This is an optimization exercise on Yosys and OpenROAD, whose aim is small area, a short achievable clock period and few clock cycles per item, not a production implementation.
The RTL was checked by simulation tests, not by an equivalence proof against the original design.

<file path="design/flow/design.v">
`default_nettype none
package sm4TablesPkg;
  function automatic logic [1:0] gf4Mul(input logic [1:0] a, input logic [1:0] b);
    logic hh, ll, mm;
    hh = a[1] & b[1];
    ll = a[0] & b[0];
    mm = (a[1] ^ a[0]) & (b[1] ^ b[0]);
    gf4Mul = {mm ^ ll, hh ^ ll};
  endfunction
  function automatic logic [3:0] gf16Mul(input logic [3:0] a, input logic [3:0] b, input logic [1:0] nu);
    logic [1:0] hh, ll, mm;
    hh = gf4Mul(a[3:2], b[3:2]);
    ll = gf4Mul(a[1:0], b[1:0]);
    mm = gf4Mul(a[3:2] ^ a[1:0], b[3:2] ^ b[1:0]);
    gf16Mul = {mm ^ ll, gf4Mul(hh, nu) ^ ll};
  endfunction
  function automatic logic [3:0] gf16Inv2(input logic [3:0] a);
    case (a)
      4'd0: gf16Inv2 = 4'd0;
      4'd1: gf16Inv2 = 4'd1;
      4'd2: gf16Inv2 = 4'd3;
      4'd3: gf16Inv2 = 4'd2;
      4'd4: gf16Inv2 = 4'd15;
      4'd5: gf16Inv2 = 4'd12;
      4'd6: gf16Inv2 = 4'd9;
      4'd7: gf16Inv2 = 4'd11;
      4'd8: gf16Inv2 = 4'd10;
      4'd9: gf16Inv2 = 4'd6;
      4'd10: gf16Inv2 = 4'd8;
      4'd11: gf16Inv2 = 4'd7;
      4'd12: gf16Inv2 = 4'd5;
      4'd13: gf16Inv2 = 4'd14;
      4'd14: gf16Inv2 = 4'd13;
      4'd15: gf16Inv2 = 4'd4;
      default: gf16Inv2 = 4'd0;
    endcase
  endfunction
  function automatic logic [7:0] sbox(input logic [7:0] x);
    logic [7:0] t;
    logic [7:0] v;
    logic [3:0] ah, al, d, di;
    t[0] = x[1] ^ x[2] ^ x[5];
    t[1] = x[1] ^ x[4] ^ x[5] ^ x[6] ^ 1'b1;
    t[2] = x[2] ^ x[5] ^ x[7];
    t[3] = x[3] ^ x[4] ^ 1'b1;
    t[4] = x[0] ^ x[1] ^ x[2] ^ x[4] ^ x[6];
    t[5] = x[6] ^ 1'b1;
    t[6] = x[2] ^ x[7] ^ 1'b1;
    t[7] = x[0] ^ x[1] ^ x[2] ^ x[3] ^ x[4] ^ x[5] ^ x[6] ^ 1'b1;
    ah = t[7:4];
    al = t[3:0];
    d  = gf16Mul(ah, ah, 2'd2) ;
    d  = gf16Mul(d, 4'd9, 2'd2) ^ gf16Mul(ah, al, 2'd2) ^ gf16Mul(al, al, 2'd2);
    di = gf16Inv2(d);
    v  = {gf16Mul(ah, di, 2'd2), gf16Mul(ah ^ al, di, 2'd2)};
    sbox[0] = v[0] ^ v[2] ^ v[4] ^ v[6] ^ 1'b1;
    sbox[1] = v[0] ^ v[6] ^ 1'b1;
    sbox[2] = v[1] ^ v[2] ^ v[4] ^ v[5] ^ v[6];
    sbox[3] = v[0] ^ v[4] ^ v[6] ^ v[7];
    sbox[4] = v[1] ^ v[3] ^ v[7] ^ 1'b1;
    sbox[5] = v[1] ^ v[3] ^ v[5];
    sbox[6] = v[0] ^ v[1] ^ 1'b1;
    sbox[7] = v[0] ^ v[1] ^ v[2] ^ v[3] ^ v[5] ^ 1'b1;
  endfunction
  function automatic logic [31:0] ck(input logic [4:0] i);
    case (i)
      5'd0: ck = 32'h00070e15;
      5'd1: ck = 32'h1c232a31;
      5'd2: ck = 32'h383f464d;
      5'd3: ck = 32'h545b6269;
      5'd4: ck = 32'h70777e85;
      5'd5: ck = 32'h8c939aa1;
      5'd6: ck = 32'ha8afb6bd;
      5'd7: ck = 32'hc4cbd2d9;
      5'd8: ck = 32'he0e7eef5;
      5'd9: ck = 32'hfc030a11;
      5'd10: ck = 32'h181f262d;
      5'd11: ck = 32'h343b4249;
      5'd12: ck = 32'h50575e65;
      5'd13: ck = 32'h6c737a81;
      5'd14: ck = 32'h888f969d;
      5'd15: ck = 32'ha4abb2b9;
      5'd16: ck = 32'hc0c7ced5;
      5'd17: ck = 32'hdce3eaf1;
      5'd18: ck = 32'hf8ff060d;
      5'd19: ck = 32'h141b2229;
      5'd20: ck = 32'h30373e45;
      5'd21: ck = 32'h4c535a61;
      5'd22: ck = 32'h686f767d;
      5'd23: ck = 32'h848b9299;
      5'd24: ck = 32'ha0a7aeb5;
      5'd25: ck = 32'hbcc3cad1;
      5'd26: ck = 32'hd8dfe6ed;
      5'd27: ck = 32'hf4fb0209;
      5'd28: ck = 32'h10171e25;
      5'd29: ck = 32'h2c333a41;
      5'd30: ck = 32'h484f565d;
      5'd31: ck = 32'h646b7279;
      default: ck = 32'h0;
    endcase
  endfunction
  localparam logic [127:0] FK = {
    32'ha3b1bac6,
    32'h56aa3350,
    32'h677d9197,
    32'hb27022dc
  };
  function automatic logic [31:0] rotl(input logic [31:0] w, input int unsigned n);
    rotl = (w << n) | (w >> (32 - n));
  endfunction
  function automatic logic [31:0] tauSub(input logic [31:0] a);
    tauSub = {sbox(a[31:24]), sbox(a[23:16]), sbox(a[15:8]), sbox(a[7:0])};
  endfunction
  function automatic logic [31:0] dataT(input logic [31:0] x);
    logic [31:0] b;
    b = tauSub(x);
    dataT = b ^ rotl(b, 2) ^ rotl(b, 10) ^ rotl(b, 18) ^ rotl(b, 24);
  endfunction
  function automatic logic [31:0] keyT(input logic [31:0] x);
    logic [31:0] b;
    b = tauSub(x);
    keyT = b ^ rotl(b, 13) ^ rotl(b, 23);
  endfunction
endpackage
`default_nettype wire
`default_nettype none
package sm4CorePkg;
  localparam int WORD_W  = 32;
  localparam int BLOCK_W = 128;
  localparam int ROUNDS  = 32;
  localparam int ROUND_W = 5;
endpackage
`default_nettype wire
`default_nettype none
import sm4CorePkg::*;
module sm4Core (
  input  wire logic                             clk,
  input  wire logic                             rst_n,
  input  wire logic                             start,
  input  wire logic                             decrypt,
  input  wire logic [sm4CorePkg::BLOCK_W-1:0]   key,
  input  wire logic [sm4CorePkg::BLOCK_W-1:0]   textIn,
  output logic [sm4CorePkg::BLOCK_W-1:0]        textOut,
  output logic                                  done
);
  localparam logic [ROUND_W-1:0] CNT_LAST = ROUND_W'(ROUNDS - 1);
  logic               busy;
  logic               spec;
  logic               hitR;
  logic               rounds;
  logic               decMode;
  logic               valid;
  logic [ROUND_W-1:0] cnt;
  logic [ROUND_W-1:0] cntNext;
  logic               accept;
  logic               missNow;
  logic               lastRound;
  logic               toRounds;
  logic               keyBack;
  logic               dataRound;
  logic               saveEnd;
  logic               keyBackNext;
  logic [BLOCK_W-1:0] keyIn;
  logic [BLOCK_W-1:0] kw;
  logic [BLOCK_W-1:0] ko;
  assign keyIn     = key ^ sm4TablesPkg::FK;
  assign accept    = start && !busy;
  assign missNow   = spec && !hitR;
  assign lastRound = busy && rounds && !spec && (cnt == '0);
  assign toRounds  = busy && !rounds && (!decMode || cnt == CNT_LAST);
  always_comb
  begin
    if (accept)
      cntNext = decrypt ? CNT_LAST : ROUND_W'(1);
    else if (!busy || lastRound || missNow)
      cntNext = '0;
    else if (rounds ? decMode : (decMode && cnt == CNT_LAST))
      cntNext = rounds ? cnt - 1'b1 : cnt;
    else
      cntNext = cnt + 1'b1;
  end
  assign keyBackNext = accept ? decrypt
                              : (busy && !lastRound && !missNow && decMode && (rounds || toRounds));
  always_ff @(posedge clk or negedge rst_n)
  begin
    if (!rst_n)
    begin
      busy      <= 1'b0;
      spec      <= 1'b0;
      hitR      <= 1'b0;
      rounds    <= 1'b0;
      decMode   <= 1'b0;
      valid     <= 1'b0;
      cnt       <= '0;
      done      <= 1'b0;
      keyBack   <= 1'b0;
      dataRound <= 1'b0;
    end
    else
    begin
      done <= lastRound;
      cnt  <= cntNext;
      spec <= accept;
      hitR <= valid && (keyIn == kw);
      keyBack   <= keyBackNext;
      dataRound <= accept || (busy && !lastRound && !missNow && (rounds || toRounds));
      if (accept)
      begin
        busy    <= 1'b1;
        rounds  <= 1'b1;
        decMode <= decrypt;
      end
      else
      begin
        if (lastRound)
        begin
          busy  <= 1'b0;
          valid <= 1'b1;
        end
        if (missNow)
          rounds <= 1'b0;
        else if (toRounds)
          rounds <= 1'b1;
      end
    end
  end
  logic [WORD_W-1:0] k0, k1, k2, k3;
  logic [WORD_W-1:0] tk;
  logic [WORD_W-1:0] e0, e1, e2, e3;
  logic              stepFwd;
  logic              stepBack;
  logic              encEnd;
  logic [WORD_W-1:0] z;
  assign {k0, k1, k2, k3} = kw;
  assign tk = sm4TablesPkg::keyT(z);
  assign encEnd   = lastRound && !decMode;
  assign stepFwd  = (accept && !decrypt) || (busy && !keyBack && !encEnd && !missNow);
  assign stepBack = busy && keyBack && !missNow;
  always_comb
  begin
    if ((accept && decrypt) || missNow || encEnd)
      {e0, e1, e2, e3} = ko;
    else if (stepFwd)
      {e0, e1, e2, e3} = {k1, k2, k3, k0};
    else if (stepBack)
      {e0, e1, e2, e3} = {k3, k0, k1, k2};
    else
      {e0, e1, e2, e3} = kw;
  end
  always_ff @(posedge clk)
    kw <= {(tk & {WORD_W{stepBack}}) ^ e0, e1, e2, (tk & {WORD_W{stepFwd}}) ^ e3};
  always_ff @(posedge clk)
    z <= (tk & {WORD_W{keyBackNext ? stepBack : stepFwd}}) ^
         (e1 ^ e2 ^ (keyBackNext ? e0 : e3) ^ sm4TablesPkg::ck(cntNext));
  assign saveEnd = busy && !missNow && (decMode ? (rounds && cnt == CNT_LAST)
                                                : (!rounds || cnt == '0));
  always_ff @(posedge clk)
  begin
    if (accept)
      ko <= keyIn;
    else if (saveEnd)
      ko <= kw;
  end
  logic [WORD_W-1:0] x0, x1, x2, x3;
  logic [WORD_W-1:0] ex0, ex1, ex2, ex3;
  logic [WORD_W-1:0] y;
  logic [WORD_W-1:0] ty;
  logic              dataStep;
  assign dataStep = dataRound && !missNow;
  assign ty = sm4TablesPkg::dataT(y);
  always_comb
  begin
    if (accept)
      {ex0, ex1, ex2, ex3} = textIn;
    else if (dataStep)
      {ex0, ex1, ex2, ex3} = {x1, x2, x3, x0};
    else
      {ex0, ex1, ex2, ex3} = {x0, x1, x2, x3};
  end
  always_ff @(posedge clk)
  begin
    {x0, x1, x2} <= {ex0, ex1, ex2};
    x3 <= (ty & {WORD_W{dataStep}}) ^ ex3;
    y  <= (ty & {WORD_W{dataStep}}) ^ (tk & {WORD_W{stepFwd}}) ^ (ex1 ^ ex2 ^ ex3 ^ e3);
  end
  assign textOut = {x3, x2, x1, x0};
endmodule
`default_nettype wire
</file>
<file path="design/flow/flow/run.sh">
#!/bin/bash
# Own layout flow: the standard flow (standard.sh), with
#  - synthesis as standard.sh does it, except for the ABC mapping script
#    (flow/abc.script) used for the logic between the registers;
#  - the ORFS knobs in flow/knobs.txt added to the layout's make call.
# Registers, their names and cells are the standard synthesis's: the
# flip-flops are mapped before ABC runs and ABC does not touch them.
# Each tool's full output goes to a log file of its own in this folder.
set -euo pipefail
here=$(pwd)
fdir=$here/flow

# synthesis script: synth_recipe.tcl with ORFS's synth.tcl swapped for a copy
# whose abc call uses flow/abc.script.
sed "s#^  log_cmd abc {\*}\$abc_args#  set abc_args [lreplace \$abc_args 1 1 $fdir/abc.script]\n  log_cmd abc {*}\$abc_args#" \
  "$FLOW_HOME/scripts/synth.tcl" > "$here/own_synth.tcl"
grep -q "abc.script" "$here/own_synth.tcl"
sed "s#\$::env(SCRIPTS_DIR)/synth.tcl#$here/own_synth.tcl#" "$here/synth_recipe.tcl" > "$here/own_synth_recipe.tcl"
grep -q "own_synth.tcl" "$here/own_synth_recipe.tcl"

knobs=()
if [[ -f $fdir/knobs.txt ]]; then
  while IFS= read -r line; do
    [[ -n "$line" && "$line" != \#* ]] && knobs+=("$line")
  done < "$fdir/knobs.txt"
fi

bash standard.sh "SYNTH_SCRIPT=$here/own_synth_recipe.tcl" synth > "$here/synth.log" 2>&1
bash standard.sh "SYNTH_SCRIPT=$here/own_synth_recipe.tcl" "${knobs[@]}" finish > "$here/layout.log" 2>&1
test -f "$here/out/final.def"
</file>
<file path="design/flow/flow/abc.script">
&get -n
&st
&dch
&nf
&st
&syn2
&if -g -K 6
&synch2
&nf
&st
&syn2
&if -g -K 6
&synch2
&nf
&st
&syn2
&if -g -K 6
&synch2
&nf
&st
&syn2
&if -g -K 6
&synch2
&nf
&st
&syn2
&if -g -K 6
&synch2
&nf
&put
buffer -c
topo
stime -c
upsize -c
dnsize -c
</file>
<file path="design/flow/flow/knobs.txt">
BUFFER_PORTS_ARGS=-buffer_cell sky130_fd_sc_hd__buf_1
</file>
<file path="design/flow/standard.sh">
#!/bin/bash
# synth_recipe.tcl (not shown) runs the flow's synth.tcl, then flattens the netlist and writes it again
# the make line also repeats each setting of config.mk as NAME=value (left out here)
make -C /OpenROAD-flow-scripts/flow DESIGN_CONFIG=/design/flow/config.mk WORK_HOME=/design/flow/orfs CLKGATE_MAP_FILE= SYNTH_SCRIPT=/design/flow/synth_recipe.tcl "${@:-finish}"
</file>
<file path="design/flow/config.mk">
export PLATFORM = sky130hd
export DESIGN_NAME = sm4Core
export DESIGN_NICKNAME = sm4Core
export VERILOG_FILES = /design/flow/design.v
export SDC_FILE = /design/flow/constraint.sdc
export NUM_CORES = 8
export LEC_CHECK = 0
export CAP_MARGIN = 20
export CORE_MARGIN = 2
export CORE_UTILIZATION = 60
export SETUP_SLACK_MARGIN = 5
export SLEW_MARGIN = 20
export TNS_END_PERCENT = 0
</file>
<file path="design/flow/constraint.sdc">
create_clock -name core_clock -period 11.0 [get_ports {clk}]
set_input_delay 2.2000 -clock core_clock [delete_from_list [all_inputs] [get_ports {clk}]]
set_output_delay 2.2000 -clock core_clock [all_outputs]
set_load 0.01 [all_outputs]
</file>
==> results of run 1 <==
## routing by layer
metal	GRT usage, %	vias up	wire length [um]
li1	-	17170	-
met1	59.43	18010	60370
met2	61.48	2141	63860
met3	7.156	358	16210
met4	15.81	2	6845
met5	0	-	13
## placed cells by master (no fill, tap or decap), drive strengths merged, types with 105 or more instances in the layout
master and count:
nand2 968, xnor2 654, buf 605, nor2 329, a21oi 314, xor2 306, dfxtp 288, o21ai 276
edfxtp 160, xnor3 118, mux2i 109, inv 105
## critical path, stage by stage, from the launching register on
cell,delay [ns]
dfxtp_2,0.39
xnor2_4,0.33
xnor2_2,0.21
xnor2_1,0.16
ha_1,0.33
xnor2_1,0.20
xor2_1,0.21
xnor2_1,0.13
xnor2_1,0.80
nand2_1,0.24
mux2_2,0.38
nand2_1,0.17
o21ai_0,0.13
a221o_1,0.39
xor3_1,0.44
xnor3_2,0.48
xnor2_2,0.19
xnor2_2,0.33
nand2_1,0.15
xnor2_2,0.21
xnor2_2,0.28
xnor2_1,0.15
## final cells by class
class	instances	area [sq um]	share of cell area (%)
clock buffer	83	1612	3.326
clock inverter	17	170.2	0.3512
inverter	105	402.9	0.8315
multi-input combinational	3935	30930	63.84
sequential	462	11050	22.81
tap	873	1092	2.254
timing repair buffer	605	3192	6.587
## worst paths after layout
check	start	to	slack (ns)	cells past startpoint
max in group asynchronous	rst_n	hitR	8.78	1
min in group asynchronous	rst_n	cnt[4]	1.66	1
worst min register to register	ko[88]	kw[88]	0.49	2
worst min-delay path	ko[88]	kw[88]	0.49	2
worst max-delay path	y[1]	y[2]	4.59	21
worst max register to register	y[1]	y[2]	4.59	21
## cells by family after synthesis
family / Yosys count
AO/OA/AOI/OAI: 1009
XOR/XNOR: 1113
adder cells (fa/ha/maj): 98
buffers and inverters: 380
flip-flops: 462
multiplexers: 136
AND/OR/NAND/NOR: 1578
## sequential cells by signal, indices dropped and copies added (netlist names), 5 cells and up
name  count
cnt       5
ko      128
kw      128
x0       32
x1       32
x2       32
x3       32
y        32
z        32
## stage by stage
stage               hold slack (ns)
floorplan                    0.4275
global placement             0.4629
detailed placement           0.4775
CTS                          0.4926
global route                 0.5313
finish                       0.4945
## timing repair
action / 4_1_cts / 5_1_grt
setup buffers: 161 / 27
resized for setup: 484 / 64
hold endpoints to repair: 0 / 0
endpoints found under the setup margin: 160 / 148
cloned: 1 / 0
pin swaps: 170 / 49
==> results.sh, run 1 <==
export IMPL_outcome="complete, no violations"
export IMPL_wl_per_cell_um=24.23
export IMPL_synthTopCellsByCount="966 x nand2_1, 612 x xnor2_1, 326 x nor2_1"
export IMPL_clkSinkCount=462
export IMPL_clock_skew_ns=0.03214
export IMPL_io_buffer_count=388
export IMPL_synth_cells=4776
export IMPL_postPlaceCellArea_sq_mm=0.04210
export IMPL_clk_insertion_delay_late_ns=0.64
export IMPL_grt_pass1_wl_mm=219.0
export IMPL_finalInstanceArea_sq_mm=0.04845
export IMPL_hold_violations=0
export IMPL_gr_total_overflow=0
export IMPL_cts_hold_buffers=0
export IMPL_synthAdderAreaFrac_pct=2.994
export IMPL_yosys_area_share_simple_pct=16.39
export IMPL_report_final_slew_viol_count=0
export IMPL_diodes=0
export IMPL_slew_headroom_pct=29.89
export IMPL_final_min_clock_period_ns=6.412
export IMPL_netlist_area_sq_mm=0.04037
export IMPL_die_y_um=263.4
export IMPL_synth_compound_area_share_pct=15.70
export IMPL_netlist_cell_type_count=116
export IMPL_synth_edf_count=160
export IMPL_ant_nets=0
export IMPL_cts_root_buf="clkbuf_16"
export IMPL_cp_arrival_ns=6.97
export IMPL_synth_warnings=1
export IMPL_synthMuxAreaShare_pct=3.487
export IMPL_cp_start_kind="flip-flop"
export IMPL_drtIter0Drc=4928
export IMPL_grt_max_degree=178
export IMPL_start_util_pct=60.32
export IMPL_syn_nets=5127
export IMPL_cts_tree="yes"
export IMPL_syn_avg_cell_area_sq_um=8.452
export IMPL_critical_path_class="flip-flop to flip-flop"
export IMPL_netlist_area_leader_share_pct=14.28
export IMPL_drcViolationCount=0
export IMPL_synth_top_family_by_area="XOR/XNOR gates"
export IMPL_die_w_um=263.4
export IMPL_end_kind="flip-flop"
export IMPL_vias=37680
export IMPL_ys_seq_elements=462
export IMPL_hold_path_class="flip-flop to flip-flop"
export IMPL_fillers=5134
export IMPL_finalCritPeriodShare_pct=58.29
export IMPL_area_growth_pct=20.03
export IMPL_worst_ep_required_time_ns=11.56
export IMPL_place_hpwl_mm=107.0
export IMPL_synth_flop_cell="dfxtp_1"
export IMPL_yosys_area_share_xor_xnor_pct=30.62
export IMPL_rsz0062_at_grt="true"
export IMPL_antenna_found_initial=2
export IMPL_drive_above_1_share_pct=16.65
export IMPL_die_area_sq_mm=0.06937
export IMPL_timing_setup_tns_ns=0
export IMPL_synthMostInstantiatedCell="nand2_1"
export IMPL_cts_buffer_depth=3
export IMPL_ys_seq_area_share_pct=27.05
export IMPL_dpl_cell_count=5791
export IMPL_numCtsBuffers=53
export IMPL_grtUsageTotal_pct=41.14
export IMPL_totalWireLength_mm=147.3
export IMPL_async_flop_share_pct=3.030
export IMPL_timing_final_setup_violations=0
export IMPL_gp_congestion=0.9935
export IMPL_synth_area_leader_cell="dfxtp_1"
export IMPL_max_cap_violations=0
export IMPL_fin_ws_ns=4.588
export IMPL_grt_pass1_vias=34620
export IMPL_path_clk_slew_ns=0.07
export IMPL_worst_pin_slew_ns=1.052
export IMPL_core_sq_mm=0.06692
export IMPL_h_tree_depth=2
export IMPL_dr_pass1_iters=7
export IMPL_synth_area_leaders="dfxtp_1 14%, xnor2_1 13%, edfxtp_1 12%"
export IMPL_fin_nets=5513
export IMPL_ios=389
export IMPL_post_place_ws_ns=2.993
export IMPL_path_max_fanout=10
export IMPL_fmax_ghz=0.1560
export IMPL_fin_util_pct=72.41
export IMPL_fin_cells=6080
export IMPL_avgViaCountPerCell=6.198
export IMPL_rows=95
Testbench counts, summed over its fixed seeds: cycles 56,002, blocks 1,600.
==> run 2: changes to the inputs <==
--- a/design/flow/config.mk
+++ b/design/flow/config.mk
@@ -5,6 +5,7 @@
 export SDC_FILE = /design/flow/constraint.sdc
 export NUM_CORES = 8
 export LEC_CHECK = 0
+export ABC_AREA = 1
 export CAP_MARGIN = 20
 export CORE_MARGIN = 2
 export CORE_UTILIZATION = 60
==> run 2 against run 1 <==
Effect of this change: still clean; synthesized cell count unchanged; core utilization unchanged; hold slack unchanged; non-clock buffer count unchanged; sequential share of layout area unchanged; flip-flop and latch count unchanged; worst setup slack unchanged; die area unchanged; via count unchanged.
==> results.sh, run 2 <==
export IMPL_outcome="complete, no violations"
export IMPL_final_min_clock_period_ns=6.412
export IMPL_die_area_sq_mm=0.06937
export IMPL_grt_max_degree=178
export IMPL_path_clk_slew_ns=0.07
export IMPL_drcViolationCount=0
export IMPL_final_common_cell="nand2_1"
export IMPL_io_buffer_count=388
export IMPL_gp_congestion=0.9935
export IMPL_cp_start_kind="flip-flop"
export IMPL_synth_area_leader_cell="dfxtp_1"
export IMPL_timing_final_setup_violations=0
export IMPL_synth_edf_count=160
export IMPL_wl_per_cell_um=24.23
export IMPL_synth_cells=4776
export IMPL_slowest_stage="xnor2_1"
export IMPL_synthMostInstantiatedCell="nand2_1"
export IMPL_worst_path_largest_cell_delay_ns=0.80
export IMPL_fin_util_pct=72.41
export IMPL_grt_pass1_vias=34620
export IMPL_synth_area_leaders="dfxtp_1 14%, xnor2_1 13%, edfxtp_1 12%"
export IMPL_syn_avg_cell_area_sq_um=8.452
export IMPL_fmax_ghz=0.1560
export IMPL_die_w_um=263.4
export IMPL_cts_buffer_depth=3
export IMPL_path_cells="xnor2_4 > xnor2_2 > xnor2_1 > ha_1 > xnor2_1 > xor2_1 > xnor2_1 > xnor2_1 > nand2_1 > mux2_2 > nand2_1 > o21ai_0 > a221o_1 > xor3_1 > xnor3_2 > xnor2_2 > xnor2_2 > nand2_1 > xnor2_2 > xnor2_2 > xnor2_1"
export IMPL_avgViaCountPerCell=6.198
export IMPL_ys_seq_elements=462
export IMPL_final_cell_mix="959 x nand2_1, 471 x xnor2_1, 388 x buf_1, 317 x nor2_1, 299 x a21oi_1"
export IMPL_finalCritPeriodShare_pct=58.29
export IMPL_numCtsBuffers=53
export IMPL_synth_flop_cell="dfxtp_1"
export IMPL_rows=95
export IMPL_core_sq_mm=0.06692
export IMPL_start_util_pct=60.32
export IMPL_syn_nets=5127
export IMPL_cts_tree="yes"
export IMPL_area_growth_pct=20.03
export IMPL_r2r_slack_ns=4.59
export IMPL_vias=37680
export IMPL_antenna_found_initial=2
export IMPL_ios=389
export IMPL_synth_warnings=1
export IMPL_worst_ep_required_time_ns=11.56
export IMPL_cts_hold_buffers=0
export IMPL_fin_cells=6080
export IMPL_timing_setup_tns_ns=0
export IMPL_largestRegisters="ko x128, kw x128"
export IMPL_finalInstanceArea_sq_mm=0.04845
export IMPL_rsz0062_at_grt="true"
export IMPL_ant_nets=0
export IMPL_drive_above_1_share_pct=16.65
export IMPL_h_tree_depth=2
export IMPL_netlist_cell_type_count=116
export IMPL_slew_headroom_pct=29.89
export IMPL_dr_pass1_iters=7
export IMPL_clk_insertion_delay_late_ns=0.64
export IMPL_end_kind="flip-flop"
export IMPL_path_max_fanout=10
export IMPL_synthTopCellsByCount="966 x nand2_1, 612 x xnor2_1, 326 x nor2_1"
export IMPL_clock_skew_ns=0.03214
export IMPL_async_flop_share_pct=3.030
export IMPL_diodes=0
export IMPL_netlist_area_sq_mm=0.04037
export IMPL_gr_total_overflow=0
export IMPL_totalWireLength_mm=147.3
export IMPL_postPlaceCellArea_sq_mm=0.04210
export IMPL_grtUsageTotal_pct=41.14
export IMPL_netlist_area_leader_share_pct=14.28
export IMPL_report_final_slew_viol_count=0
export IMPL_grt_pass1_wl_mm=219.0
export IMPL_place_hpwl_mm=107.0
export IMPL_fillers=5134
export IMPL_worst_pin_slew_ns=1.052
export IMPL_critical_path_class="flip-flop to flip-flop"
export IMPL_hold_path_class="flip-flop to flip-flop"
export IMPL_die_y_um=263.4
export IMPL_clkSinkCount=462
export IMPL_cp_arrival_ns=6.97
export IMPL_hold_violations=0
export IMPL_drtIter0Drc=4928
export IMPL_ys_seq_area_share_pct=27.05
export IMPL_cts_root_buf="clkbuf_16"
export IMPL_max_cap_violations=0
export IMPL_dpl_cell_count=5791
export IMPL_fin_nets=5513
## run 2: cell counts after synthesis
No cell type changed its count.
## run 2: routing by layer
metal  track usage [%]  vias to the layer above  wire length (um)
li1                  -                    17170                 -
met5                 0                        -                13
met2             61.48                     2141             63860
met1             59.43                    18010             60370
met4             15.81                        2              6845
met3             7.156                      358             16210
## run 2: final cells by class
cell class	instances	area, sq um	share of cell area [%]
multi-input combinational	3935	30930	63.84
sequential	462	11050	22.81
timing repair buffer	605	3192	6.587
clock buffer	83	1612	3.326
tap	873	1092	2.254
inverter	105	402.9	0.8315
clock inverter	17	170.2	0.3512
## run 2: logic make-up (layout without fill, tap and decap cells)
logic type	count (synthesis)	in the layout	share of synthesized area, %
AOI/OAI and AO/OA	1009	1009	15.70
xor gates and xnor gates	1113	1114	30.62
adders and majority gates	98	98	2.994
buffers and inverters	380	810	3.756
DFF	462	462	27.05
muxes	136	136	3.487
and+or+nand+nor	1578	1578	16.39
## run 2: path summary, 6_finish.rpt
kind | endpoint | startpoint | depth (start not counted)
max | y[2] | y[1] | 21
min | kw[88] | ko[88] | 2
max reg2reg | y[2] | y[1] | 21
min reg2reg | kw[88] | ko[88] | 2
max in group asynchronous | hitR | rst_n | 1
min in group asynchronous | cnt[4] | rst_n | 1
## run 2: worst max-delay path: cells and delay by family (launching register included)
kind / cells / cell delay [ns]
flops: 1 / 0.39
xor+xnor: 14 / 4.12
fa+ha+maj: 1 / 0.33
mux: 1 / 0.38
simple gates: 3 / 0.56
compound gates: 2 / 0.52
## run 2: per-stage QoR
stage	setup WS (ns)	hold WS (ns)
6_report	4.588	0.4945
2_1_floorplan	4.553	0.4275
3_5_place_dp	2.993	0.4775
4_1_cts	4.912	0.4926
5_1_grt	4.372	0.5313
3_3_place_gp	3.110	0.4629
## run 2: timing repair
action / in CTS / in global routing
endpoints found under the setup margin: 160 / 148
setup buffers: 161 / 27
pin swaps: 170 / 49
cloned: 1 / 0
endpoints found under the hold margin: 0 / 0
resized for setup: 484 / 64
==> run 3: changes to the inputs <==
==> design/flow/flow/abc.script (replaced) <==
strash
dch
map -B 0.9
topo
stime -c
buffer -c
upsize -c
dnsize -c
--- a/design/flow/config.mk
+++ b/design/flow/config.mk
@@ -5,7 +5,6 @@
 export SDC_FILE = /design/flow/constraint.sdc
 export NUM_CORES = 8
 export LEC_CHECK = 0
-export ABC_AREA = 1
 export CAP_MARGIN = 20
 export CORE_MARGIN = 2
 export CORE_UTILIZATION = 60
==> run 3 against run 2 <==
Effect of this change: clock-buffer cell count unchanged; register-to-register slack better by 0.74 ns; sequential share of layout area shrank 0.080 points; worst setup slack better by 0.50 ns; via count grew 30%; clock skew increased by 0.00051 ns; first-iteration DRC count increased by 26%; global-route usage grew 1.6 points; highest routed layer unchanged.
==> results.sh, run 3 <==
export IMPL_vias=48810
export IMPL_final_common_cell="nand2_1"
export IMPL_avgViaCountPerCell=5.826
export IMPL_clk_insertion_delay_late_ns=0.63
export IMPL_fin_cells=8378
export IMPL_start_util_pct=60.78
export IMPL_critical_path_class="input pin to flip-flop"
export IMPL_grtUsageTotal_pct=42.73
export IMPL_synth_compound_area_share_pct=11.26
export IMPL_antenna_found_initial=5
export IMPL_fin_ws_ns=5.093
export IMPL_gp_congestion=1.064
export IMPL_end_kind="flip-flop"
export IMPL_synth_cells=7103
export IMPL_cts_tree="yes"
export IMPL_numCtsBuffers=52
export IMPL_path_clk_slew_ns=0.07
export IMPL_gr_total_overflow=0
export IMPL_min_path_cells=1
export IMPL_synth_area_leaders="nand2_1 23%, dfxtp_1 13%, edfxtp_1 11%"
export IMPL_ys_seq_elements=462
export IMPL_rows=98
export IMPL_io_buffer_count=388
export IMPL_final_cell_mix="2650 x nand2_1, 695 x nand3_1, 633 x inv_1, 424 x o21ai_0, 388 x buf_1"
export IMPL_netlist_cell_type_count=62
export IMPL_rsz0062_at_grt="true"
export IMPL_dr_pass1_iters=7
export IMPL_grt_pass1_wl_mm=247.8
export IMPL_post_place_ws_ns=4.448
export IMPL_synthTopCellsByCount="2710 x nand2_1, 717 x nand3_1, 640 x inv_1"
export IMPL_r2r_slack_ns=5.33
export IMPL_timing_setup_tns_ns=0
export IMPL_synth_area_leader_cell="nand2_1"
export IMPL_drcViolationCount=0
export IMPL_totalWireLength_mm=166.1
export IMPL_die_area_sq_mm=0.07470
export IMPL_max_cap_violations=0
export IMPL_fillers=6639
export IMPL_cts_root_buf="clkbuf_16"
export IMPL_worst_pin_slew_ns=1.195
export IMPL_largestRegisters="ko x128, kw x128"
export IMPL_cts_buffer_depth=3
export IMPL_synth_flop_cell="dfxtp_1"
export IMPL_r2r_cells=50
export IMPL_h_tree_depth=2
export IMPL_synthAdderAreaFrac_pct=2.616
export IMPL_async_flop_share_pct=3.030
export IMPL_holdPathEnd="valid"
export IMPL_final_min_clock_period_ns=5.907
export IMPL_hold_violations=0
export IMPL_r2r_end="y[26]"
export IMPL_syn_avg_cell_area_sq_um=6.127
export IMPL_hp_start="valid"
export IMPL_fin_nets=7733
export IMPL_netlist_area_sq_mm=0.04352
export IMPL_finalCritPeriodShare_pct=53.70
export IMPL_path_max_fanout=177
export IMPL_drive_above_1_share_pct=9.456
export IMPL_fmax_ghz=0.1693
export IMPL_clkSinkCount=462
export IMPL_synth_top_family_by_area="simple AND/OR/NAND/NOR gates"
export IMPL_die_y_um=273.3
export IMPL_outcome="complete, no violations"
export IMPL_ys_seq_area_share_pct=25.09
export IMPL_drtIter0Drc=6222
export IMPL_syn_nets=7454
export IMPL_reg2reg_from="z[28]"
export IMPL_slew_headroom_pct=19.47
export IMPL_synthMuxAreaShare_pct=0
export IMPL_fin_util_pct=67.45
export IMPL_synth_edf_count=160
export IMPL_area_growth_pct=10.98
export IMPL_yosys_area_share_xor_xnor_pct=11.02
export IMPL_grt_max_degree=199
export IMPL_yosys_area_share_simple_pct=41.81
export IMPL_core_sq_mm=0.07161
export IMPL_synth_warnings=1
export IMPL_worst_ep_required_time_ns=11.51
export IMPL_die_w_um=273.3
export IMPL_place_hpwl_mm=130.9
export IMPL_netlist_area_leader_share_pct=23.37
export IMPL_hold_path_class="flip-flop to flip-flop"
export IMPL_cp_start_kind="input pin"
export IMPL_ant_nets=0
export IMPL_ios=389
export IMPL_clock_skew_ns=0.03265
export IMPL_dpl_cell_count=8265
export IMPL_wl_per_cell_um=19.83
export IMPL_cp_arrival_ns=6.42
export IMPL_cts_hold_buffers=0
export IMPL_synthMostInstantiatedCell="nand2_1"
export IMPL_grt_pass1_vias=42890
export IMPL_report_final_slew_viol_count=0
export IMPL_timing_final_setup_violations=0
## run 3: cell count changes in the layout (fill, tap and decap cells not counted), moves of 75 or more
cell	change
nand2_1	+1691
nand3_1	+643
inv_1	+538
xnor2_1	-262
nand2_2	+244
a21oi_1	-184
buf_4	-171
o21ai_0	+170
xnor2_2	-137
mux2i_1	-95
inv_2	+90
xnor3_1	-78
o211ai_1	+75
## run 3: worst max-delay path by stage
| stage | from | to | depth (start not counted) |
|---|---|---|---|
| floorplan | start | ko[0] | 8 |
| global placement | start | z[27] | 13 |
| detailed placement | start | z[24] | 13 |
| CTS | z[20] | y[14] | 45 |
| global route | z[17] | y[11] | 48 |
| finish | start | z[28] | 13 |
## run 3: cell type report
| cell class | count | area (sq um) | area share (%) |
|---|---|---|---|
| antenna | 4 | 10.01 | 0.02072 |
| clock inverter | 13 | 166.4 | 0.3445 |
| clock buffer | 83 | 1529 | 3.166 |
| multi-input combinational | 5700 | 29820 | 61.74 |
| tap | 950 | 1189 | 2.461 |
| timing repair buffer | 427 | 1807 | 3.741 |
| inverter | 739 | 2800 | 5.798 |
| sequential | 462 | 10980 | 22.73 |
## run 3: critical path, stage by stage
cell     delay, ns
buf_1         0.10
nand2_4       0.37
inv_4         0.24
nand2_1       0.21
inv_1         0.10
nor3_2        0.25
buf_12        0.51
o21ai_0       0.20
o22ai_1       0.76
o21ai_0       0.21
xor2_1        0.32
xor2_1        0.38
xor2_4        0.32
## run 3: cells by family (layout without fill, tap and decap cells)
| family | count (synthesis) | count (layout) |
|---|---|---|
| xor gates and xnor gates | 527 | 527 |
| buffers and inverters | 941 | 1262 |
| and+or+nand+nor | 4229 | 4229 |
| adders and majority gates | 91 | 91 |
| DFF | 462 | 462 |
| other | 0 | 4 |
| AOI/OAI and AO/OA | 853 | 853 |
## run 3: what timing repair did
action / CTS / global route
setup buffers: 0 / 12
pin swaps: 0 / 11
gates cloned: 0 / 0
endpoints found under the setup margin: 11 / 160
gates resized for setup: 2 / 193
## run 3: metrics by stage
stage	hold WS [ns]	cell area [sq um]
after floorplan	0.4399	43520
after global placement	0.4965	45690
after detailed placement	0.4953	45690
after CTS	0.5148	47390
after global routing	0.5318	48290
final	0.5350	48300
## run 3: layer usage
| layer | global-route usage, % | vias up | wire length (um) |
|---|---|---|---|
| met2 | 64.35 | 2767 | 70120 |
| met1 | 56.89 | 22190 | 64990 |
| met3 | 11.09 | 409 | 21760 |
| li1 | - | 23440 | - |
| met4 | 20.55 | 4 | 9232 |
| met5 | 0 | - | 27 |
==> run 4: changes to the inputs <==
==> design/flow/flow/knobs.txt (replaced) <==
BUFFER_PORTS_ARGS=-buffer_cell sky130_fd_sc_hd__buf_1
SETUP_SLACK_MARGIN=6
==> run 4 against run 3 <==
Effect of this change: still clean on timing, DRC and antenna; synthesized cell count stayed put; cell area rose by 11%; first-iteration DRC count rose by 7.1%; area after synthesis unchanged; critical path depth rose by 31; clock-buffer cell count increased by 4; register-to-register slack gained 0.23 ns; sequential share of layout area is 2.1 points lower; non-clock buffer count up 191.
==> results.sh, run 4 <==
export IMPL_clk_insertion_delay_late_ns=0.64
export IMPL_synth_area_leader_cell="nand2_1"
export IMPL_multi_input_area_sq_mm=0.03331
export IMPL_synthTopCellsByCount="2710 x nand2_1, 717 x nand3_1, 640 x inv_1"
export IMPL_hold_path_class="flip-flop to flip-flop"
export IMPL_syn_nets=7454
export IMPL_cts_tree="yes"
export IMPL_async_flop_share_pct=3.030
export IMPL_netlist_area_leader_share_pct=23.37
export IMPL_end_kind="flip-flop"
export IMPL_worst_pin_slew_ns=1.175
export IMPL_max_cap_violations=0
export IMPL_cts_hold_buffers=0
export IMPL_synth_edf_count=160
export IMPL_gr_total_overflow=0
export IMPL_crit_top_cell="nand2_2"
export IMPL_numCtsBuffers=52
export IMPL_cts_buffer_depth=3
export IMPL_critical_path_class="flip-flop to flip-flop"
export IMPL_antenna_found_initial=9
export IMPL_ios=389
export IMPL_slew_headroom_pct=19.67
export IMPL_dr_pass1_iters=10
export IMPL_avgViaCountPerCell=6.048
export IMPL_path_clk_slew_ns=0.06
export IMPL_final_min_clock_period_ns=5.436
export IMPL_clock_skew_ns=0.03593
export IMPL_rsz0062_at_grt="true"
export IMPL_dpl_cell_count=8264
export IMPL_report_final_slew_viol_count=0
export IMPL_cp_arrival_ns=5.96
export IMPL_rows=98
export IMPL_fillers=5815
export IMPL_synth_warnings=1
export IMPL_synth_flop_cell="dfxtp_1"
export IMPL_wl_per_cell_um=21.13
export IMPL_netlist_area_sq_mm=0.04352
export IMPL_final_cell_mix="2264 x nand2_1, 588 x inv_1, 565 x nand3_1, 508 x nand2_2, 419 x o21ai_0"
export IMPL_timing_setup_tns_ns=0
export IMPL_outcome="complete, no violations"
export IMPL_final_common_cell="nand2_1"
export IMPL_h_tree_depth=2
export IMPL_grt_pass1_vias=45360
export IMPL_grt_max_degree=140
export IMPL_area_growth_pct=23.18
export IMPL_worst_ep_required_time_ns=11.52
export IMPL_ys_seq_area_share_pct=25.09
export IMPL_finalInstanceArea_sq_mm=0.05361
export IMPL_worst_path_largest_cell_delay_ns=0.39
export IMPL_path_max_fanout=5
export IMPL_drcViolationCount=0
export IMPL_ys_seq_elements=462
export IMPL_fin_cells=8579
export IMPL_die_area_sq_mm=0.07470
export IMPL_totalWireLength_mm=181.2
export IMPL_finalCritPeriodShare_pct=49.42
export IMPL_start_util_pct=60.78
export IMPL_cp_start_kind="flip-flop"
export IMPL_place_hpwl_mm=132.7
export IMPL_clkSinkCount=462
export IMPL_timing_final_setup_violations=0
export IMPL_die_y_um=273.3
export IMPL_netlist_cell_type_count=62
export IMPL_hold_violations=0
export IMPL_synth_area_leaders="nand2_1 23%, dfxtp_1 13%, edfxtp_1 11%"
export IMPL_io_buffer_count=388
export IMPL_drtIter0Drc=6663
export IMPL_fin_nets=7926
export IMPL_drive_above_1_share_pct=20.62
export IMPL_fmax_ghz=0.1840
export IMPL_cts_root_buf="clkbuf_16"
export IMPL_synthMostInstantiatedCell="nand2_1"
export IMPL_gp_congestion=1.070
export IMPL_slowest_stage="dfxtp_4"
export IMPL_path_buf_inv=6
export IMPL_core_sq_mm=0.07161
export IMPL_grt_pass1_wl_mm=259.2
export IMPL_vias=51890
export IMPL_largestRegisters="ko x128, kw x128"
export IMPL_path_delay_family="simple AND/OR/NAND/NOR gates"
export IMPL_die_w_um=273.3
export IMPL_fin_util_pct=74.86
export IMPL_syn_avg_cell_area_sq_um=6.127
export IMPL_postPlaceCellArea_sq_mm=0.04567
export IMPL_ant_nets=0
export IMPL_regArea_sq_mm=0.01106
export IMPL_grtUsageTotal_pct=44.70
export IMPL_synth_cells=7103
## run 4: repair_timing
action                     4_1_cts  5_1_grt
setup buffers                  107       96
cloned                           2        2
pin swaps                      210      294
gates resized for setup        649      500
setup endpoints to repair      160      160
## run 4: path summary, 6_finish.rpt
check,from,end,slack [ns],depth (start not counted)
setup / recovery,z[19],z[16],5.56,44
hold / removal,x2[27],x1[27],0.53,2
setup reg to reg,z[19],z[16],5.56,44
hold reg to reg,x2[27],x1[27],0.53,2
max in group asynchronous,rst_n,cnt[1],8.91,1
min in group asynchronous,rst_n,busy,1.60,1
## run 4: cells by family (layout without fill, tap and decap cells)
| kind of cell | after synthesis | after routing | share of synthesized area, % |
|---|---|---|---|
| compound gates | 853 | 853 | 11.26 |
| xor+xnor | 527 | 527 | 11.02 |
| fa+ha+maj | 91 | 91 | 2.616 |
| buf+inv | 941 | 1455 | 8.197 |
| flops | 462 | 462 | 25.09 |
| other cells | 0 | 10 | 0 |
| simple gates | 4229 | 4231 | 41.81 |
## run 4: layout make-up
type,count,share of cell area [%]
flip-flops and latches,462,20.63
inverters,739,5.363
clock inverters,11,0.2334
repair buffers,618,6.404
multi-input cells,5702,62.13
well taps,950,2.217
clock buffers,87,2.978
diodes,10,0.04668
## run 4: stage by stage
stage	setup WS, ns	hold slack [ns]
after floorplan	5.766	0.4399
after global placement	4.263	0.4862
after detailed placement	4.144	0.4926
after CTS	5.962	0.5186
after global routing	5.221	0.5389
final	5.564	0.5308
## run 4: layer usage
| metal | up-vias | track usage (%) | routed length, um |
|---|---|---|---|
| met4 | 8 | 26.43 | 13530 |
| met1 | 23810 | 58.10 | 66870 |
| met2 | 3464 | 66.62 | 76280 |
| met5 | - | 0 | 107 |
| met3 | 758 | 11.78 | 24460 |
| li1 | 23850 | - | - |
## run 4: worst min-delay path, delay by kind of cell, from the launching register on
family          cells  cell delay, ns
compound gates      1            0.09
flops               1            0.32
simple gates        1            0.06
==> run 5: changes to the inputs <==
==> design/flow/flow/knobs.txt (replaced) <==
BUFFER_PORTS_ARGS=-buffer_cell sky130_fd_sc_hd__buf_1
SETUP_SLACK_MARGIN=5.5
==> run 5 against run 4 <==
Effect of this change: still clean on timing, DRC and antenna; first-iteration DRC count is 2.7% lower; critical path depth is 32 lower; critical endpoint is now z[20].
==> results.sh, run 5 <==
export IMPL_ant_nets=0
export IMPL_cts_root_buf="clkbuf_16"
export IMPL_dr_pass1_iters=7
export IMPL_die_y_um=273.3
export IMPL_finalCritPeriodShare_pct=49.59
export IMPL_hold_violations=0
export IMPL_largestRegisters="ko x128, kw x128"
export IMPL_io_buffer_count=388
export IMPL_die_w_um=273.3
export IMPL_path_delay_family="buffers and inverters"
export IMPL_critical_path_class="input pin to flip-flop"
export IMPL_grt_max_degree=158
export IMPL_synth_area_leader_cell="nand2_1"
export IMPL_slowest_stage="xnor2_1"
export IMPL_hold_ws_ns=0.5219
export IMPL_gr_total_overflow=0
export IMPL_avgViaCountPerCell=5.927
export IMPL_h_tree_depth=2
export IMPL_core_sq_mm=0.07161
export IMPL_vias=50270
export IMPL_netlist_area_sq_mm=0.04352
export IMPL_drcViolationCount=0
export IMPL_synth_edf_count=160
export IMPL_path_buf_inv=4
export IMPL_start_util_pct=60.78
export IMPL_worst_pin_slew_ns=1.070
export IMPL_final_cell_mix="2411 x nand2_1, 621 x nand3_1, 604 x inv_1, 418 x o21ai_0, 408 x nand2_2"
export IMPL_crit_top_cell="xor2_1"
export IMPL_syn_avg_cell_area_sq_um=6.127
export IMPL_grt_pass1_vias=42770
export IMPL_numCtsBuffers=50
export IMPL_worst_ep_required_time_ns=11.51
export IMPL_gp_congestion=1.053
export IMPL_final_common_cell="nand2_1"
export IMPL_ys_seq_area_share_pct=25.09
export IMPL_rsz0062_at_grt="true"
export IMPL_clkSinkCount=462
export IMPL_end_kind="flip-flop"
export IMPL_report_final_slew_viol_count=0
export IMPL_cts_buffer_depth=3
export IMPL_syn_nets=7454
export IMPL_grtUsageTotal_pct=42.64
export IMPL_synth_flop_cell="dfxtp_1"
export IMPL_grt_pass1_wl_mm=247.3
export IMPL_path_max_fanout=31
export IMPL_netlist_area_leader_share_pct=23.37
export IMPL_hold_path_class="flip-flop to flip-flop"
export IMPL_timing_setup_tns_ns=0
export IMPL_ys_seq_elements=462
export IMPL_outcome="complete, no violations"
export IMPL_synthMostInstantiatedCell="nand2_1"
export IMPL_fmax_ghz=0.1833
export IMPL_clk_insertion_delay_late_ns=0.63
export IMPL_totalWireLength_mm=171.8
export IMPL_synth_warnings=1
export IMPL_timing_final_setup_violations=0
export IMPL_cts_hold_buffers=0
export IMPL_drtIter0Drc=6486
export IMPL_cp_arrival_ns=5.97
export IMPL_clock_skew_ns=0.03722
export IMPL_worst_path_largest_cell_delay_ns=0.53
export IMPL_place_hpwl_mm=130.8
export IMPL_max_cap_violations=0
export IMPL_fin_nets=7837
export IMPL_cts_tree="yes"
export IMPL_ios=389
export IMPL_path_clk_slew_ns=0.07
export IMPL_slew_headroom_pct=28.56
export IMPL_netlist_cell_type_count=62
export IMPL_area_growth_pct=17.96
export IMPL_wl_per_cell_um=20.26
export IMPL_path_cells="buf_1 > nand2_4 > inv_4 > nand2_1 > nand2_1 > inv_1 > ha_1 > inv_1 > xor2_1 > xor2_1 > xnor2_1 > xor2_1"
export IMPL_die_area_sq_mm=0.07470
export IMPL_rows=98
export IMPL_synth_cells=7103
export IMPL_antenna_found_initial=7
export IMPL_cp_start_kind="input pin"
export IMPL_async_flop_share_pct=3.030
export IMPL_final_min_clock_period_ns=5.455
export IMPL_drive_above_1_share_pct=16.35
export IMPL_r2r_slack_ns=5.63
export IMPL_synth_area_leaders="nand2_1 23%, dfxtp_1 13%, edfxtp_1 11%"
export IMPL_synthTopCellsByCount="2710 x nand2_1, 717 x nand3_1, 640 x inv_1"
==> run 5: cell counts after synthesis <==
No cell type changed its count.
==> run 5: worst paths after layout <==
kind	startpoint	endpoint	depth (start not counted)
min in group asynchronous	rst_n	done	1
setup reg to reg	z[28]	z[24]	42
hold / removal	spec	done	1
hold reg to reg	spec	done	1
max in group asynchronous	rst_n	cnt[3]	1
setup / recovery	start	z[20]	12
==> run 5: what timing repair did <==
item	4_1_cts	5_1_grt
cloned	1	1
setup buffers	2	115
endpoints found under the setup margin	137	160
resized for setup	106	678
pin swaps	3	186
==> run 5: worst register-to-register path: cells and delay by family (launching register included) <==
| family | cells | cell delay, ns |
|---|---|---|
| adder cells (fa/ha/maj) | 2 | 0.46 |
| AND/OR/NAND/NOR | 28 | 2.67 |
| AO/OA/AOI/OAI | 2 | 0.21 |
| flip-flops | 1 | 0.36 |
| XOR/XNOR | 5 | 1.22 |
| buffers and inverters | 5 | 0.32 |
==> run 5: cells by family (layout without fill, tap and decap cells) <==
| logic type | count (synthesis) | in the layout | synth area share, % |
|---|---|---|---|
| AO/OA/AOI/OAI | 853 | 853 | 11.26 |
| XOR/XNOR | 527 | 527 | 11.02 |
| adder cells (fa/ha/maj) | 91 | 91 | 2.616 |
| buffers and inverters | 941 | 1364 | 8.197 |
| flip-flops | 462 | 462 | 25.09 |
| other | 0 | 4 | 0 |
| AND/OR/NAND/NOR | 4229 | 4230 | 41.81 |
==> run 5: stage by stage <==
step / cells / setup WS [ns] / area, sq um / utilization (%)
after floorplan: 7103 / 5.758 / 43530 / -
after global placement: 8262 / 4.485 / 45650 / 63.75
after detailed placement: 8263 / 4.529 / 45660 / 63.76
after CTS: 8359 / 5.421 / 47770 / 66.71
after global routing: 8479 / 5.292 / 51330 / 71.68
final: 8481 / 5.545 / 51340 / 71.69
==> run 5: area by class of cell <==
cell class                      count  area (sq um)
Antenna cell                        4         10.01
Clock buffer                       78          1478
Clock inverter                     15         152.6
Fill cell                        6301         20270
Inverter                          739          2841
Multi-Input combinational cell   5701         31930
Sequential cell                   462         11030
Tap cell                          950          1189
Timing Repair Buffer              532          2705
==> run 5: layer usage <==
metal  up-vias  track usage, %  wire length (um)
met5         -               0                54
met2      3002           62.57             72290
met1     23060           57.58             66490
met3       537           10.98             22570
li1      23660               -                 -
met4        10           22.04             10420
==> run 6: changes to the inputs <==
--- a/design/flow/design.v
+++ b/design/flow/design.v
@@ -39,28 +39,28 @@
     logic [7:0] t;
     logic [7:0] v;
     logic [3:0] ah, al, d, di;
-    t[0] = x[1] ^ x[2] ^ x[5];
-    t[1] = x[1] ^ x[4] ^ x[5] ^ x[6] ^ 1'b1;
-    t[2] = x[2] ^ x[5] ^ x[7];
-    t[3] = x[3] ^ x[4] ^ 1'b1;
-    t[4] = x[0] ^ x[1] ^ x[2] ^ x[4] ^ x[6];
-    t[5] = x[6] ^ 1'b1;
+    t[0] = x[0] ^ x[4] ^ x[6] ^ 1'b1;
+    t[1] = x[0] ^ x[2] ^ x[4] ^ x[6];
+    t[2] = x[5] ^ 1'b1;
+    t[3] = x[0] ^ x[1] ^ x[2] ^ x[5] ^ x[6];
+    t[4] = x[0] ^ x[1] ^ x[4] ^ x[6] ^ x[7] ^ 1'b1;
+    t[5] = x[0] ^ x[1] ^ x[2] ^ x[3] ^ x[4] ^ x[5];
     t[6] = x[2] ^ x[7] ^ 1'b1;
     t[7] = x[0] ^ x[1] ^ x[2] ^ x[3] ^ x[4] ^ x[5] ^ x[6] ^ 1'b1;
     ah = t[7:4];
     al = t[3:0];
     d  = gf16Mul(ah, ah, 2'd2) ;
-    d  = gf16Mul(d, 4'd9, 2'd2) ^ gf16Mul(ah, al, 2'd2) ^ gf16Mul(al, al, 2'd2);
+    d  = gf16Mul(d, 4'd11, 2'd2) ^ gf16Mul(ah, al, 2'd2) ^ gf16Mul(al, al, 2'd2);
     di = gf16Inv2(d);
     v  = {gf16Mul(ah, di, 2'd2), gf16Mul(ah ^ al, di, 2'd2)};
-    sbox[0] = v[0] ^ v[2] ^ v[4] ^ v[6] ^ 1'b1;
-    sbox[1] = v[0] ^ v[6] ^ 1'b1;
-    sbox[2] = v[1] ^ v[2] ^ v[4] ^ v[5] ^ v[6];
-    sbox[3] = v[0] ^ v[4] ^ v[6] ^ v[7];
-    sbox[4] = v[1] ^ v[3] ^ v[7] ^ 1'b1;
-    sbox[5] = v[1] ^ v[3] ^ v[5];
-    sbox[6] = v[0] ^ v[1] ^ 1'b1;
-    sbox[7] = v[0] ^ v[1] ^ v[2] ^ v[3] ^ v[5] ^ 1'b1;
+    sbox[0] = v[0] ^ 1'b1;
+    sbox[1] = v[0] ^ v[2] ^ v[4] ^ 1'b1;
+    sbox[2] = v[1] ^ v[2] ^ v[3] ^ v[4] ^ v[6];
+    sbox[3] = v[0] ^ v[2] ^ v[6] ^ v[7];
+    sbox[4] = v[1] ^ v[5] ^ v[7] ^ 1'b1;
+    sbox[5] = v[1] ^ v[7];
+    sbox[6] = v[0] ^ v[1] ^ v[2] ^ v[3] ^ v[4] ^ v[5] ^ v[6] ^ v[7] ^ 1'b1;
+    sbox[7] = v[0] ^ v[1] ^ v[4] ^ v[7] ^ 1'b1;
   endfunction
   function automatic logic [31:0] ck(input logic [4:0] i);
     case (i)
==> run 6 against run 5 <==
Effect of this change: critical path depth fell by 1; worst setup slack gained 0.099 ns; non-clock buffer count shrank 30; cell area decreased by 1.3%; area after synthesis up 2.1%; clock skew is 0.015 ns lower; via count decreased by 1.4%; die area grew 2.0%; cell count fell by 0.81%; register-to-register slack better by 0.06 ns; synthesized cell count is 0.49% lower; critical path type unchanged; critical endpoint is now z[2]; highest routed layer unchanged.
==> results.sh, run 6 <==
export IMPL_core_sq_mm=0.07308
export IMPL_die_w_um=276.1
export IMPL_path_buf_inv=3
export IMPL_drtIter0Drc=5953
export IMPL_ios=389
export IMPL_clkSinkCount=462
export IMPL_synth_cells=7068
export IMPL_cp_start_kind="input pin"
export IMPL_path_delay_family="buffers and inverters"
export IMPL_slowest_stage="bufinv_8"
export IMPL_avgViaCountPerCell=5.890
export IMPL_synthMostInstantiatedCell="nand2_1"
export IMPL_finalCritPeriodShare_pct=48.69
export IMPL_cts_root_buf="clkbuf_16"
export IMPL_final_common_cell="nand2_1"
export IMPL_die_y_um=276.1
export IMPL_drive_above_1_share_pct=14.47
export IMPL_h_tree_depth=2
export IMPL_fin_cells=8412
export IMPL_netlist_cell_type_count=71
export IMPL_final_min_clock_period_ns=5.356
export IMPL_netlist_area_leader_share_pct=20.68
export IMPL_async_flop_share_pct=3.030
export IMPL_timing_setup_tns_ns=0
export IMPL_grt_pass1_wl_mm=249.8
export IMPL_hold_violations=0
export IMPL_path_max_fanout=118
export IMPL_hold_path_class="flip-flop to flip-flop"
export IMPL_final_cell_mix="2317 x nand2_1, 675 x nand3_1, 569 x inv_1, 430 x o21ai_0, 400 x nor2_1"
export IMPL_start_util_pct=60.78
export IMPL_io_buffer_count=388
export IMPL_ys_seq_elements=462
export IMPL_syn_nets=7419
export IMPL_rsz0062_at_grt="true"
export IMPL_netlist_area_sq_mm=0.04442
export IMPL_antenna_found_initial=7
export IMPL_synth_area_leader_cell="nand2_1"
export IMPL_synthTopCellsByCount="2447 x nand2_1, 730 x nand3_1, 578 x inv_1"
export IMPL_synth_area_leaders="nand2_1 21%, dfxtp_1 13%, edfxtp_1 11%"
export IMPL_grtUsageTotal_pct=41.51
export IMPL_worst_ep_required_time_ns=11.50
export IMPL_worst_pin_slew_ns=1.075
export IMPL_synth_flop_cell="dfxtp_1"
export IMPL_max_cap_violations=0
export IMPL_fillers=6630
export IMPL_totalWireLength_mm=168.4
export IMPL_ys_seq_area_share_pct=24.58
export IMPL_fin_nets=7759
export IMPL_outcome="complete, no violations"
export IMPL_largestRegisters="ko x128, kw x128"
export IMPL_slew_headroom_pct=27.69
export IMPL_clk_insertion_delay_late_ns=0.62
export IMPL_area_growth_pct=14.06
export IMPL_place_hpwl_mm=129.6
export IMPL_cts_buffer_depth=3
export IMPL_synth_edf_count=160
export IMPL_fin_util_pct=69.33
export IMPL_clock_skew_ns=0.02258
export IMPL_worst_path_largest_cell_delay_ns=0.60
export IMPL_drcViolationCount=0
export IMPL_report_final_slew_viol_count=0
export IMPL_fmax_ghz=0.1867
export IMPL_synth_warnings=1
export IMPL_ant_nets=0
export IMPL_cts_hold_buffers=0
export IMPL_grt_max_degree=158
export IMPL_gp_congestion=1.092
export IMPL_grt_pass1_vias=43150
export IMPL_dpl_cell_count=8225
export IMPL_cts_tree="yes"
export IMPL_dr_pass1_iters=10
export IMPL_gr_total_overflow=0
export IMPL_cp_arrival_ns=5.85
export IMPL_numCtsBuffers=51
export IMPL_wl_per_cell_um=20.02
export IMPL_path_cells="buf_1 > nand2_8 > o21ai_4 > bufinv_8 > buf_8 > o21ai_0 > o22ai_1 > o21ai_0 > xor2_1 > xor2_1 > xor2_4"
export IMPL_vias=49550
export IMPL_die_area_sq_mm=0.07623
export IMPL_end_kind="flip-flop"
export IMPL_timing_final_setup_violations=0
export IMPL_critical_path_class="input pin to flip-flop"
export IMPL_syn_avg_cell_area_sq_um=6.285
export IMPL_path_clk_slew_ns=0.06
export IMPL_rows=99
-- run 6: cell count changes in the layout (fill, tap and decap cells not counted), moves of 13 or more --
cell     delta
xor2_1     +20
nand4_1    +13
nand2_2    -78
inv_1      -35
nand2_4    -13
nand3_1    +54
buf_4      -33
nand2_1    -94
nor2_1     +53
-- run 6: metrics by stage --
| step | hold slack (ns) | setup WS [ns] | area [sq um] |
|---|---|---|---|
| CTS | 0.5038 | 5.370 | 48290 |
| global route | 0.5318 | 5.294 | 50660 |
| floorplan | 0.4399 | 5.711 | 44430 |
| global placement | 0.4912 | 4.374 | 46340 |
| finish | 0.5244 | 5.644 | 50670 |
| detailed placement | 0.4837 | 4.362 | 46350 |
-- run 6: final cells by class --
type / count / area, sq um / share of cell area, %
inverter: 708 / 2709 / 5.346
sequential: 462 / 11050 / 21.80
antenna: 3 / 7.507 / 0.01482
multi-input combinational: 5683 / 31510 / 62.19
clock inverter: 21 / 264.0 / 0.5210
tap: 959 / 1200 / 2.368
clock buffer: 74 / 1488 / 2.936
timing repair buffer: 502 / 2442 / 4.820
-- run 6: per-layer routing --
metal,wire length (um),global-route usage (%),vias up
li1,-,-,23620
met1,67000,56.03,22660
met2,71160,62.68,2763
met3,19450,8.746,501
met4,10780,21.03,2
met5,12,0,-
-- run 6: what timing repair did --
action                                  4_1_cts  5_1_grt
hold endpoints to repair                      0        0
buffers inserted                              0       86
resized for setup                            43      418
endpoints found under the setup margin      138      160
pin swaps                                     0      100
gates cloned                                  1        1
-- run 6: cells by family (layout without fill, tap and decap cells) --
family,Yosys count,in the layout,share of synthesized area (%)
AND/OR/NAND/NOR,4177,4178,42.02
buffers and inverters,924,1305,8.292
AO/OA/AOI/OAI,878,878,11.52
XOR/XNOR,536,536,11.03
flip-flops,462,462,24.58
adder cells (fa/ha/maj),91,91,2.563
other,0,3,0
-- run 6: path summary, 6_finish.rpt --
kind                        from      to  slack (ns)  cells past startpoint
setup / recovery           start    z[2]        5.64                     11
hold / removal             valid   valid        0.52                      1
setup reg to reg           y[24]  x3[22]        5.69                     43
hold reg to reg            valid   valid        0.52                      1
max in group asynchronous  rst_n  cnt[3]        8.83                      1
min in group asynchronous  rst_n    done        1.66                      1
Testbench counts of run 6, summed over its fixed seeds: cycles 56,002, blocks 1,600.
==> run 7: changes to the inputs <==
==> design/flow/flow/abc.script (replaced) <==
strash
dch
map -B 0.5
topo
stime -c
buffer -c
upsize -c
dnsize -c
==> run 7 against run 6 <==
Effect of this change: maximum frequency down 1.8%; non-clock buffer count rose by 43; still clean on timing, DRC and antenna; highest routed layer unchanged; via count is 6.6% higher; die area rose by 0.73%.
==> results.sh, run 7 <==
export IMPL_outcome="complete, no violations"
export IMPL_r2r_cells=36
export IMPL_hold_violations=0
export IMPL_synth_warnings=1
export IMPL_largestRegisters="ko x128, kw x128"
export IMPL_rsz0062_at_grt="true"
export IMPL_ant_nets=0
export IMPL_io_buffer_count=388
export IMPL_ios=389
export IMPL_path_clk_slew_ns=0.07
export IMPL_clk_insertion_delay_late_ns=0.63
export IMPL_synth_edf_count=160
export IMPL_report_final_slew_viol_count=0
export IMPL_cts_root_buf="clkbuf_16"
export IMPL_slew_headroom_pct=29.91
export IMPL_hold_path_class="flip-flop to flip-flop"
export IMPL_totalWireLength_mm=187.6
export IMPL_grt_pass1_vias=46360
export IMPL_netlist_area_leader_share_pct=19.47
export IMPL_finalCritPeriodShare_pct=49.60
export IMPL_hold_ws_ns=0.4900
export IMPL_synthTopCellsByCount="2321 x nand2_1, 948 x nand3_1, 486 x inv_1"
export IMPL_cp_arrival_ns=5.93
export IMPL_worst_ep_required_time_ns=11.47
export IMPL_async_flop_share_pct=3.030
export IMPL_area_growth_pct=17.58
export IMPL_die_area_sq_mm=0.07679
export IMPL_die_w_um=277.1
export IMPL_netlist_area_sq_mm=0.04475
export IMPL_netlist_cell_type_count=78
export IMPL_grtUsageTotal_pct=45.34
export IMPL_place_hpwl_mm=143.5
export IMPL_cp_start_kind="flip-flop"
export IMPL_dr_pass1_iters=8
export IMPL_rows=100
export IMPL_cts_tree="yes"
export IMPL_final_common_cell="nand2_1"
export IMPL_cts_buffer_depth=3
export IMPL_end_kind="flip-flop"
export IMPL_fmax_ghz=0.1833
export IMPL_clock_skew_ns=0.03736
export IMPL_drcViolationCount=0
export IMPL_final_min_clock_period_ns=5.457
export IMPL_fin_cells=8459
export IMPL_core_sq_mm=0.07420
export IMPL_grt_pass1_wl_mm=271.6
export IMPL_start_util_pct=60.32
export IMPL_synth_flop_cell="dfxtp_1"
export IMPL_drtIter0Drc=6481
export IMPL_ys_seq_elements=462
export IMPL_critical_path_class="flip-flop to flip-flop"
export IMPL_slowest_stage="dfxtp_4"
export IMPL_wl_per_cell_um=22.18
export IMPL_syn_avg_cell_area_sq_um=6.333
export IMPL_synth_area_leaders="nand2_1 19%, dfxtp_1 13%, edfxtp_1 11%"
export IMPL_dpl_cell_count=8227
export IMPL_antenna_found_initial=6
export IMPL_timing_final_setup_violations=0
export IMPL_synth_area_leader_cell="nand2_1"
export IMPL_min_path_cells=1
export IMPL_h_tree_depth=2
export IMPL_numCtsBuffers=49
[run 7: area by class of cell]
| type | count | area (sq um) |
|---|---|---|
| clock buffer | 68 | 1358 |
| sequential | 462 | 11060 |
| clock inverter | 23 | 259.0 |
| multi-input combinational | 5836 | 33750 |
| tap | 969 | 1212 |
| inverter | 551 | 2128 |
| antenna | 5 | 12.51 |
| fill | 6391 | 21570 |
| timing repair buffer | 545 | 2845 |
[run 7: timing repair]
item,in CTS,in global routing
cloned,0,6
hold buffers,0,0
setup endpoints to repair,160,160
buffers inserted,10,120
resized for setup,119,655
pin swaps,8,160
[run 7: worst paths after layout]
kind,from,endpoint,slack (ns)
setup / recovery,y[26],x3[28],5.54
hold / removal,valid,valid,0.49
setup reg to reg,y[26],x3[28],5.54
hold reg to reg,valid,valid,0.49
max in group asynchronous,rst_n,busy,8.63
min in group asynchronous,rst_n,done,1.73
[run 7: cells by family (layout without fill, tap and decap cells)]
logic type	after synthesis	count (layout)	share of synthesized area, %
other	0	5	0
flip-flops	462	462	24.40
adder cells (fa/ha/maj)	91	91	2.544
AO/OA/AOI/OAI	1000	1000	12.83
AND/OR/NAND/NOR	4213	4219	42.68
buffers and inverters	775	1187	6.721
multiplexers	4	4	0.08947
XOR/XNOR	522	522	10.74
[run 7: through the flow]
stage / setup slack, ns / util [%] / cell area (sq um)
finish: 5.543 / 70.92 / 52620
floorplan: 5.538 / - / 44770
global route: 5.280 / 70.91 / 52610
CTS: 5.300 / 65.90 / 48890
global placement: 4.108 / 63.03 / 46770
detailed placement: 4.056 / 63.03 / 46770
[run 7: metal layers]
metal | global-route usage (%) | up-vias | part of all wire [%] | routed length, um
met5 | 0 | - | 0.0064 | 12
met4 | 30.06 | 2 | 8.4 | 15720
met3 | 10.77 | 748 | 12 | 22870
met2 | 68.36 | 3248 | 42 | 79550
met1 | 57.79 | 24360 | 37 | 69500
li1 | - | 24480 | - | -
[run 7: worst max-delay path, delay by kind of cell (launching register included)]
family / cells / cell delay [ns]
AND/OR/NAND/NOR: 29 / 3.73
XOR/XNOR: 2 / 0.40
flip-flops: 1 / 0.46
buffers and inverters: 3 / 0.26
adder cells (fa/ha/maj): 2 / 0.44

-- port drivers added, routing unchanged --
Ports are ideal in the flow. The routed layouts listed here were re-timed in OpenROAD.
Step 1 (the two cells are an assumption about what drives the block):
set clk [get_ports {clk}]
set_driving_cell -lib_cell sky130_fd_sc_hd__clkbuf_16 $clk
set_driving_cell -lib_cell sky130_fd_sc_hd__buf_2 [delete_from_list [all_inputs] $clk]
Step 2, shift: input delay + t, output delay - t, t = (earliest + latest rising clock arrival at the registers) / 2. This alone moves slack from input paths to output paths.
Three values: no drivers, after step 1, after step 2; two values: the first two.
run | t (ns) | setup slack, ns | latest minus earliest clock arrival (ns)
run 1 | 0.697 | 4.588 / 4.588 / 4.018 | 0.032 / 0.032
run 2 | 0.697 | 4.588 / 4.588 / 4.018 | 0.032 / 0.032
run 3 | 0.681 | 5.093 / 5.143 / 4.462 | 0.032 / 0.032
run 4 | 0.696 | 5.564 / 5.564 / 5.096 | 0.040 / 0.041
run 5 | 0.683 | 5.545 / 5.594 / 4.911 | 0.039 / 0.038
run 6 | 0.660 | 5.644 / 5.674 / 5.014 | 0.028 / 0.028
run 7 | 0.681 | 5.543 / 5.543 / 4.953 | 0.038 / 0.038
After both steps every run listed still meets setup and hold. The setup slack of run 5, which loses most, moves by +0.049 ns with the drivers and by -0.634 ns with both steps.
